What follows belongs to an exercise in optimizing a design on an open flow for small area; a production flow would make more cautious choices.
Only simulation tests tie the RTL to the original design; equivalence was not proved.
No activity file was given, so power comes from the tool's default toggle rates.

==> design.v <==
`default_nettype none
module uart_byte_rx (
  input  logic       clk,
  input  logic       rst_n_i,
  input  logic       rx_i,
  output logic       valid_o,
  output logic [7:0] data_o,
  output logic       parity_err_o
);
  localparam int TW = $clog2(16);
  localparam logic [TW-1:0] T_HALF = TW'(16 / 2 - 1);
  localparam logic [TW-1:0] T_FULL = TW'(16 - 1);
  localparam logic [2:0] LINE_IDLE   = 3'd0;
  localparam logic [2:0] LINE_START  = 3'd1;
  localparam logic [2:0] LINE_DATA   = 3'd2;
  localparam logic [2:0] LINE_PARITY = 3'd3;
  localparam logic [2:0] LINE_STOP   = 3'd4;
  logic [2:0]    state_q;
  logic [2:0]    sync_q;
  logic [TW-1:0] timer_q;
  logic [2:0]    bit_q;
  logic [7:0]    shift_q;
  logic          perr_q;
  logic          valid_q;
  logic          rx_s;
  logic          fall;
  logic          tick;
  assign rx_s = sync_q[1];
  assign fall = sync_q[2] & ~sync_q[1];
  assign tick = (state_q == LINE_START) ? (timer_q == T_HALF) : (timer_q == T_FULL);
  always_ff @(posedge clk or negedge rst_n_i) begin
    if (!rst_n_i) begin
      sync_q  <= 3'b111;
      state_q <= LINE_IDLE;
      timer_q <= '0;
      bit_q   <= '0;
      valid_q <= 1'b0;
    end else begin
      sync_q  <= {sync_q[1:0], rx_i};
      valid_q <= 1'b0;
      if (state_q == LINE_IDLE) begin
        timer_q <= '0;
        bit_q   <= '0;
        if (fall) begin
          state_q <= LINE_START;
        end
      end else if (!tick) begin
        timer_q <= timer_q + 1'b1;
      end else begin
        timer_q <= '0;
        case (state_q)
          LINE_START: state_q <= rx_s ? LINE_IDLE : LINE_DATA;
          LINE_DATA: begin
            bit_q <= bit_q + 1'b1;
            if (bit_q == 3'd7) begin
              state_q <= (1 != 0) ? LINE_PARITY : LINE_STOP;
            end
          end
          LINE_PARITY: state_q <= LINE_STOP;
          LINE_STOP: begin
            valid_q <= 1'b1;
            state_q <= LINE_IDLE;
          end
          default: state_q <= LINE_IDLE;
        endcase
      end
    end
  end
  always_ff @(posedge clk) begin
    if (tick && state_q == LINE_START) begin
      perr_q <= 1'b0;
    end
    if (tick && state_q == LINE_DATA) begin
      shift_q <= {rx_s, shift_q[7:1]};
    end
    if (tick && state_q == LINE_PARITY) begin
      perr_q <= rx_s ^ (^shift_q);
    end
  end
  assign valid_o      = valid_q;
  assign data_o       = shift_q;
  assign parity_err_o = perr_q;
endmodule
`default_nettype wire
`default_nettype none
module uart_byte_tx (
  input  logic       clk,
  input  logic       rst_n_i,
  input  logic       req_valid_i,
  input  logic [7:0] req_data_i,
  output logic       busy_o,
  output logic       tx_o
);
  localparam int TW = $clog2(16);
  localparam logic [TW-1:0] T_FULL = TW'(16 - 1);
  localparam logic [2:0] LINE_IDLE   = 3'd0;
  localparam logic [2:0] LINE_START  = 3'd1;
  localparam logic [2:0] LINE_DATA   = 3'd2;
  localparam logic [2:0] LINE_PARITY = 3'd3;
  localparam logic [2:0] LINE_STOP   = 3'd4;
  logic [2:0]    state_q;
  logic [TW-1:0] timer_q;
  logic [2:0]    bit_q;
  logic [7:0]    shift_q;
  logic          par_q;
  logic          tx_q;
  logic          tick;
  assign tick   = (timer_q == T_FULL);
  assign busy_o = (state_q != LINE_IDLE);
  assign tx_o   = tx_q;
  always_ff @(posedge clk or negedge rst_n_i) begin
    if (!rst_n_i) begin
      state_q <= LINE_IDLE;
      timer_q <= '0;
      bit_q   <= '0;
      tx_q    <= 1'b1;
    end else if (state_q == LINE_IDLE) begin
      timer_q <= '0;
      bit_q   <= '0;
      if (req_valid_i) begin
        state_q <= LINE_START;
        tx_q    <= 1'b0;
      end
    end else if (!tick) begin
      timer_q <= timer_q + 1'b1;
    end else begin
      timer_q <= '0;
      case (state_q)
        LINE_START: begin
          state_q <= LINE_DATA;
          tx_q    <= shift_q[0];
        end
        LINE_DATA: begin
          bit_q <= bit_q + 1'b1;
          if (bit_q != 3'd7) begin
            tx_q <= shift_q[0];
          end else if (1 != 0) begin
            state_q <= LINE_PARITY;
            tx_q    <= par_q;
          end else begin
            state_q <= LINE_STOP;
            tx_q    <= 1'b1;
          end
        end
        LINE_PARITY: begin
          state_q <= LINE_STOP;
          tx_q    <= 1'b1;
        end
        default: state_q <= LINE_IDLE;
      endcase
    end
  end
  always_ff @(posedge clk) begin
    if (state_q == LINE_IDLE && req_valid_i) begin
      shift_q <= req_data_i;
      par_q   <= ^req_data_i;
    end else if (tick && (state_q == LINE_START || state_q == LINE_DATA)) begin
      shift_q <= {1'b0, shift_q[7:1]};
    end
  end
endmodule
`default_nettype wire
`default_nettype none
module uart_dbg_engine (
  input  logic        clk,
  input  logic        rst_n_i,
  input  logic        rx_valid_i,
  input  logic [7:0]  rx_data_i,
  input  logic        rx_parity_err_i,
  output logic        tx_valid_o,
  output logic [7:0]  tx_data_o,
  input  logic        tx_busy_i,
  output logic        exec_valid_o,
  output logic [63:0] exec_entry_o,
  input  logic        eoc_valid_i,
  input  logic [31:0] eoc_code_i,
  output logic        parity_err_o
);
  localparam int FW    = 8 * 8;
  localparam int LW    = 8 * 2;
  localparam int AW    = 8;
  localparam int CNT_W = $clog2(8);
  localparam logic [7:0] EOT       = 8'h04;
  localparam logic [7:0] ACK       = 8'h06;
  localparam logic [7:0] CMD_READ  = 8'h11;
  localparam logic [7:0] CMD_WRITE = 8'h12;
  localparam logic [7:0] CMD_EXEC  = 8'h13;
  localparam logic [7:0] EOC       = 8'h14;
  localparam logic [3:0] ST_IDLE      = 4'd0;
  localparam logic [3:0] ST_GET_ADDR  = 4'd1;
  localparam logic [3:0] ST_GET_LEN   = 4'd2;
  localparam logic [3:0] ST_SEND_ACK  = 4'd3;
  localparam logic [3:0] ST_STREAM_RD = 4'd4;
  localparam logic [3:0] ST_STREAM_WR = 4'd5;
  localparam logic [3:0] ST_SEND_EOT  = 4'd6;
  localparam logic [3:0] ST_SEND_EOC  = 4'd7;
  localparam logic [3:0] ST_SEND_CODE = 4'd8;
  logic [3:0]       state_q;
  logic [7:0]       op_q;
  logic [CNT_W-1:0] cnt_q;
  logic [FW-1:0]    field_q;
  logic [FW-1:0]    field_next;
  logic [AW-1:0]    addr_q;
  logic [LW-1:0]    len_q;
  logic             eoc_pend_q;
  logic [31:0]      eoc_code_q;
  logic             parity_err_q;
  logic             byte_ok;
  logic             field_last;
  logic             tx_send;
  logic             tx_fire;
  logic [7:0]       tx_data;
  logic [7:0]       mem_q [2**AW];
  assign byte_ok    = rx_valid_i && !rx_parity_err_i;
  assign field_next = {rx_data_i, field_q[FW-1:8]};
  assign field_last = (cnt_q == CNT_W'(8 - 1));
  always_comb begin
    tx_send = 1'b1;
    tx_data = EOT;
    case (state_q)
      ST_SEND_ACK:  tx_data = ACK;
      ST_STREAM_RD: tx_data = mem_q[addr_q];
      ST_SEND_EOT:  tx_data = EOT;
      ST_SEND_EOC:  tx_data = EOC;
      ST_SEND_CODE: tx_data = field_q[7:0];
      default:      tx_send = 1'b0;
    endcase
  end
  assign tx_fire      = tx_send && !tx_busy_i;
  assign tx_valid_o   = tx_fire;
  assign tx_data_o    = tx_data;
  assign exec_valid_o = tx_fire && state_q == ST_SEND_ACK && op_q == CMD_EXEC;
  assign exec_entry_o = field_q;
  assign parity_err_o = parity_err_q;
  always_ff @(posedge clk or negedge rst_n_i) begin
    if (!rst_n_i) begin
      state_q      <= ST_IDLE;
      op_q         <= ACK;
      cnt_q        <= '0;
      addr_q       <= '0;
      len_q        <= '0;
      eoc_pend_q   <= 1'b0;
      parity_err_q <= 1'b0;
    end else begin
      parity_err_q <= rx_valid_i && rx_parity_err_i;
      if (eoc_valid_i) begin
        eoc_pend_q <= 1'b1;
      end else if (state_q == ST_SEND_EOC && tx_fire) begin
        eoc_pend_q <= 1'b0;
      end
      case (state_q)
        ST_IDLE: begin
          if (byte_ok) begin
            case (rx_data_i)
              ACK: begin
                op_q    <= ACK;
                state_q <= ST_SEND_ACK;
              end
              CMD_READ, CMD_WRITE, CMD_EXEC: begin
                op_q    <= rx_data_i;
                cnt_q   <= '0;
                state_q <= ST_GET_ADDR;
              end
              default: ;
            endcase
          end else if (eoc_pend_q) begin
            state_q <= ST_SEND_EOC;
          end
        end
        ST_GET_ADDR: begin
          if (byte_ok) begin
            cnt_q <= cnt_q + 1'b1;
            if (field_last) begin
              addr_q  <= field_next[AW-1:0];
              cnt_q   <= '0;
              state_q <= (op_q == CMD_EXEC) ? ST_SEND_ACK : ST_GET_LEN;
            end
          end
        end
        ST_GET_LEN: begin
          if (byte_ok) begin
            cnt_q <= cnt_q + 1'b1;
            if (field_last) begin
              len_q   <= field_next[LW-1:0];
              state_q <= ST_SEND_ACK;
            end
          end
        end
        ST_SEND_ACK: begin
          if (tx_fire) begin
            if (op_q == CMD_READ || op_q == CMD_WRITE) begin
              if (len_q == '0) begin
                state_q <= ST_SEND_EOT;
              end else begin
                state_q <= (op_q == CMD_READ) ? ST_STREAM_RD : ST_STREAM_WR;
              end
            end else begin
              state_q <= ST_IDLE;
            end
          end
        end
        ST_STREAM_RD, ST_STREAM_WR: begin
          if ((state_q == ST_STREAM_RD) ? tx_fire : byte_ok) begin
            addr_q <= addr_q + 1'b1;
            len_q  <= len_q - 1'b1;
            if (len_q == LW'(1)) begin
              state_q <= ST_SEND_EOT;
            end
          end
        end
        ST_SEND_EOT: begin
          if (tx_fire) begin
            state_q <= ST_IDLE;
          end
        end
        ST_SEND_EOC: begin
          if (tx_fire) begin
            cnt_q   <= '0;
            state_q <= ST_SEND_CODE;
          end
        end
        ST_SEND_CODE: begin
          if (tx_fire) begin
            cnt_q <= cnt_q + 1'b1;
            if (cnt_q == CNT_W'(3)) begin
              state_q <= ST_IDLE;
            end
          end
        end
        default: state_q <= ST_IDLE;
      endcase
    end
  end
  always_ff @(posedge clk) begin
    if ((state_q == ST_GET_ADDR || state_q == ST_GET_LEN) && byte_ok) begin
      field_q <= field_next;
    end else if (state_q == ST_SEND_EOC && tx_fire) begin
      field_q <= FW'(eoc_code_q);
    end else if (state_q == ST_SEND_CODE && tx_fire) begin
      field_q <= field_q >> 8;
    end
  end
  always_ff @(posedge clk) begin
    if (eoc_valid_i) begin
      eoc_code_q <= eoc_code_i;
    end
  end
  always_ff @(posedge clk) begin
    if (state_q == ST_STREAM_WR && byte_ok) begin
      mem_q[addr_q] <= rx_data_i;
    end
  end
endmodule
`default_nettype wire
`default_nettype none
module uart_dbg_top (
  input  logic        clk,
  input  logic        rst_n_i,
  input  logic        uart_rx_i,
  output logic        uart_tx_o,
  output logic        exec_valid_o,
  output logic [63:0] exec_entry_o,
  input  logic        eoc_valid_i,
  input  logic [31:0] eoc_code_i,
  output logic        parity_err_o
);
  logic       rx_valid;
  logic [7:0] rx_data;
  logic       rx_perr;
  logic       tx_valid;
  logic [7:0] tx_data;
  logic       tx_busy;
  uart_byte_rx u_rx (
    .clk          ( clk       ),
    .rst_n_i      ( rst_n_i   ),
    .rx_i         ( uart_rx_i ),
    .valid_o      ( rx_valid  ),
    .data_o       ( rx_data   ),
    .parity_err_o ( rx_perr   )
  );
  uart_dbg_engine u_engine (
    .clk             ( clk          ),
    .rst_n_i         ( rst_n_i      ),
    .rx_valid_i      ( rx_valid     ),
    .rx_data_i       ( rx_data      ),
    .rx_parity_err_i ( rx_perr      ),
    .tx_valid_o      ( tx_valid     ),
    .tx_data_o       ( tx_data      ),
    .tx_busy_i       ( tx_busy      ),
    .exec_valid_o    ( exec_valid_o ),
    .exec_entry_o    ( exec_entry_o ),
    .eoc_valid_i     ( eoc_valid_i  ),
    .eoc_code_i      ( eoc_code_i   ),
    .parity_err_o    ( parity_err_o )
  );
  uart_byte_tx u_tx (
    .clk         ( clk       ),
    .rst_n_i     ( rst_n_i   ),
    .req_valid_i ( tx_valid  ),
    .req_data_i  ( tx_data   ),
    .busy_o      ( tx_busy   ),
    .tx_o        ( uart_tx_o )
  );
endmodule
`default_nettype wire
==> run.sh <==
#!/bin/bash
# synth_recipe.tcl (not shown) runs the flow's synth.tcl, then flattens the netlist and writes it again
# the make line also repeats each setting of config.mk as NAME=value (left out here)
make -C /OpenROAD-flow-scripts/flow DESIGN_CONFIG=/design/flow/config.mk WORK_HOME=/design/flow/orfs CLKGATE_MAP_FILE= SYNTH_SCRIPT=/design/flow/synth_recipe.tcl finish
==> config.mk <==
export PLATFORM = sky130hd
export DESIGN_NAME = uart_dbg_top
export DESIGN_NICKNAME = uart_dbg_top
export VERILOG_FILES = /design/flow/design.v
export SDC_FILE = /design/flow/constraint.sdc
export NUM_CORES = 4
export LEC_CHECK = 0
export CAP_MARGIN = 20
export CORE_MARGIN = 2
export CORE_UTILIZATION = 50
export PLACE_DENSITY = 0.6
export SLEW_MARGIN = 20
==> constraint.sdc <==
create_clock -name core_clock -period 8.0 [get_ports {clk}]
set_input_delay 1.6000 -clock core_clock [delete_from_list [all_inputs] [get_ports {clk}]]
set_output_delay 1.6000 -clock core_clock [all_outputs]
set_load 0.01 [all_outputs]
==> results.toml <==
[outcome]
status = "no timing/DRC/antenna violations"

[worst_setup_path]
slowest_delay_ps = 890
timing.rr.start = "u_engine.addr_q[3]"
cp.arrival_ps = 6010
cp-end-kind = "flip-flop"
timing.critical_path.fanout_max = 69
setup.worst_path.start_class = "flip-flop"
regToRegEndpoint = "u_tx.par_q"
worst-r2r-setup-slack_ps = 2600
path_class = "flip-flop to flip-flop"
crit_path_cell_trace = "buf_12 > and2_2 > buf_4 > a22o_1 > o21ai_0 > o21ai_0 > a221oi_1 > o31a_1 > o32ai_1 > xnor3_1 > xnor3_1"
worst_path_max_delay_cell = "a221oi_1"
crit_required_ps = 8610
worst-r2r-cell-count = 11

[timing]
worst-slew-pin-transition_ps = 1170
setup_viol = 0
finClkSkew_ps = 42.9
rsz0062_at_grt = "false"
maxSlewHeadroom_pct = 21.7
finalSetupTns_ps = 0
post-route-period-util_pct = 67.5
worst_setup_margin_ps = 2600
clock.fmax_mhz = 185
period_minus_slack_ps = 5400
hold_viol = 0
final_max_slew_viol_count = 0

[synthesis]
avg_cell_area_syn_um2 = 20.0
ys_warn_count = 3
yosysUniqueCellTypes = 83
synthesis.instances = 4399
syn-num-nets = 4458
synth-seq-area-share_pct = 75.7
synth_ff_type = "edfxtp_1"
netlist_area_pre_place_um2 = 88000
ys_async_sr_fraction_pct = 2.96
synth_enable_flop_cells = 2162
ys_ff_latch = 2228

[global_route]
first_global_vias = 43900
first_pass_grt_wire_length_um = 331000
grt-ovfl-total = 0
grt_start_max_net_pins = 202
grtUsageTotal_pct = 25.9
number_of_antenna_violations_at_the_first_check_in_global_routing = 3

[placed_design]
placement.io_buffers = 102
place.detailed.hpwl_um = 141000
placed_cells_incl_taps = 6658
place_area_um2 = 91500
placement_setup_slack_ps = 2770
globalplace.congestion = 0.875

[min_path]
hp-class = "flip-flop to flip-flop"
hold_start = "u_rx.sync_q[0]"
min_delay_worst_endpoint = "u_rx.sync_q[1]"
worst_hold_path.num_cells = 0

[power_and_ir_drop]
pwr_density_cell_nw_per_um2 = 238
total_leakage_power_nw = 30.0
design_power_total_mw = 23.5
peakVddDrop_v = 0.000213

[drt]
route.vias.total = 44900
detail_route.iter0.violations = 5209
first_pass_iters = 7
wl_per_cell_um = 32.9
ant_nets = 0
drt_drc_violations_left = 0
detail_route.vias_per_cell = 6.36
postRouteWirelength_um = 232000

[flow_run]
max_cap_viol_count = 0

[clock_tree]
ctsResizeCount = 0
ctsHoldBuffers = 0
path_clk_slew_ps = 60
numCtsBuffers = 222
cts-htree-levels = 4
clock_sink_count = 2228
clock_tree_from_tritoncts = "done"
cts_setup_buffers = 0
clock_tree.root_cell = "clkbuf_16"
insertion_delay_ps = 870
cts_max_path_buffers = 3

[floorplanning]
die-height_um = 423
dieArea_um2 = 179000
design.portCount = 103
die_x_um = 423
initial_utilization_pct = 50.4
design.core.area_um2 = 174000
std_cell_rows = 153

[cells_and_area]
layout.nets = 4617
share_of_layout_cells_above_drive_strength_1_pct = 20.2
fin_area_um2 = 98500
filler_cell_count = 13000
stdcell_count = 7065
area_added_between_synthesis_and_finish_pct = 12.0
registers in the layout, indices dropped and copies added (netlist names), 4 cells and up:
register / cells
u_engine.op_q: 8
u_tx.timer_q: 4
u_engine.field_q: 64
u_rx.shift_q: 8
u_engine.eoc_code_q: 32
u_engine.mem_q: 2048
u_tx.shift_q: 8
u_engine.addr_q: 8
u_engine.len_q: 16
u_rx.timer_q: 4
u_engine.state_q: 4
per-layer routing:
metal	routed length (um)	track usage (%)	vias to the layer above
met5	8	0	-
met4	8780	9.61	2
met3	18800	4.60	378
met2	110000	40.1	2123
met1	95100	37.4	24000
li1	-	-	18400
cells in the final DEF, fill, tap and decap left out, types with 8 or more instances in the layout:
cell | Yosys | routed
nand3_1 | 55 | 39
mux2i_1 | 222 | 222
buf_12 | 4 | 20
nor2_1 | 340 | 337
a221oi_1 | 13 | 13
mux4_2 | 451 | 451
a21oi_1 | 64 | 64
dfrtp_1 | 60 | 55
nand4_1 | 8 | 8
buf_4 | 43 | 76
o21ai_0 | 75 | 74
bufinv_16 | 0 | 12
a22o_1 | 28 | 28
clkbuf_1 | 115 | 63
clkinv_1 | 1 | 41
a22oi_1 | 88 | 88
and3_1 | 11 | 11
nor3_1 | 46 | 43
nand2_1 | 111 | 111
nor2b_1 | 43 | 39
a2111oi_0 | 11 | 9
a31oi_1 | 14 | 14
clkinv_2 | 0 | 39
mux4_1 | 14 | 14
ha_1 | 23 | 23
inv_1 | 23 | 21
o22ai_1 | 37 | 37
a211oi_1 | 11 | 11
mux2_2 | 48 | 48
clkdlybuf4s50_1 | 0 | 101
nand3_2 | 0 | 14
clkbuf_16 | 0 | 223
edfxtp_1 | 2162 | 2162
and2_1 | 9 | 8
nor4_1 | 15 | 14
critical path: cells and delay by family (launching register included):
family	cells	cell delay [ps]
AO/OA/AOI/OAI	6	2240
XOR/XNOR	2	780
buffers and inverters	2	640
flip-flops	1	730
AND/OR/NAND/NOR	1	550
metrics by stage:
| step | util, % | hold WS (ps) |
|---|---|---|
| 5_1_grt | 56.5 | 361 |
| 4_1_cts | 56.5 | 359 |
| 3_5_place_dp | 52.5 | 351 |
| 3_3_place_gp | 52.5 | 347 |
| 6_report | 56.5 | 359 |
| 2_1_floorplan | - | 345 |
how the worst max path moves through the flow:
| stage | start | to | slack, ps |
|---|---|---|---|
| after floorplan | u_tx.state_q[2] | u_engine.field_q[0] | 1440 |
| after global placement | u_engine.addr_q[0] | u_tx.par_q | 2760 |
| after detailed placement | u_engine.addr_q[0] | u_tx.par_q | 2770 |
| after CTS | u_engine.addr_q[0] | u_tx.par_q | 2720 |
| after global routing | u_engine.addr_q[0] | u_tx.par_q | 2520 |
| final | u_engine.addr_q[3] | u_tx.par_q | 2600 |
kinds of logic after synthesis:
| logic type | count (synthesis) | synth area share, % |
|---|---|---|
| flops | 2228 | 75.7 |
| mux | 735 | 15.1 |
| simple gates | 680 | 3.48 |
| compound gates | 427 | 3.36 |
| buf+inv | 289 | 1.82 |
| fa+ha+maj | 23 | 0.327 |
| xor+xnor | 17 | 0.209 |
cells in the mapped netlist, drive strengths merged (8+ instances only):
cell     number  area, um2
nor2b        43        269
and3         11       68.8
nand3        55        275
a211oi       11       82.6
ha           23        288
a221oi       13        114
a22o         28        245
nor4         15       93.8
a2111oi      11       96.3
xnor2         8       77.6
a22oi        88        661
o21ai        78        390
edfxtp     2162      64900
mux2         48        541
nor3         46        230
clkbuf      116        437
nand2       111        417
a21oi        64        320
buf         147       1070
a31oi        14       87.6
nand4         8       50.1
o22ai        37        231
inv          25       93.8
dfrtp        60       1500
mux2i       222       2220
nor2        341       1280
mux4        465      10500
and2         10       62.6
power breakdown:
part           switching (mW)  internal [mW]  total [mW]
registers              0.0268           13.0        13.0
logic                   0.396         0.0713       0.468
clock network            4.39           5.57        9.96
final cells by class:
| class | instances | area, um2 | share of cell area [%] |
|---|---|---|---|
| Clock buffer | 291 | 5890 | 5.98 |
| Tap cell | 2325 | 2910 | 2.95 |
| Antenna cell | 3 | 7.51 | 0.00762 |
| Clock inverter | 112 | 1040 | 1.05 |
| Inverter | 26 | 103 | 0.104 |
| Multi-Input combinational cell | 1882 | 20000 | 20.3 |
| Sequential cell | 2228 | 66600 | 67.6 |
| Timing Repair Buffer | 198 | 2000 | 2.03 |

static timing again, ports no longer ideal:
The results above use ideal ports. As a check the final layout listed here was re-extracted and re-timed, cells and wires unchanged.
Step 1 assumes that a clkbuf_16 drives the clock port and a buf_2 every other input.
Step 2 adds t to the input delays and takes it off the output delays; t is the mean of the earliest and latest rising clock arrival at the registers after step 1. Input paths then give back, and output paths get back, about the clock's delay inside the block.
Three values: ideal, step 1, step 2; two values: the first two.
t, ns: 0.935
setup slack, ns: 2.598 / 2.598 / 2.598
clock arrival spread, ns: 0.047 / 0.047
slew at the worst register clock pin (ns): 0.06 / 0.06
worst data-port slew with drivers (ns): 0.07
After both steps this run still meets setup and hold. For this run, drivers alone change the setup slack by 0.000 ns; drivers and shift together by 0.000 ns.
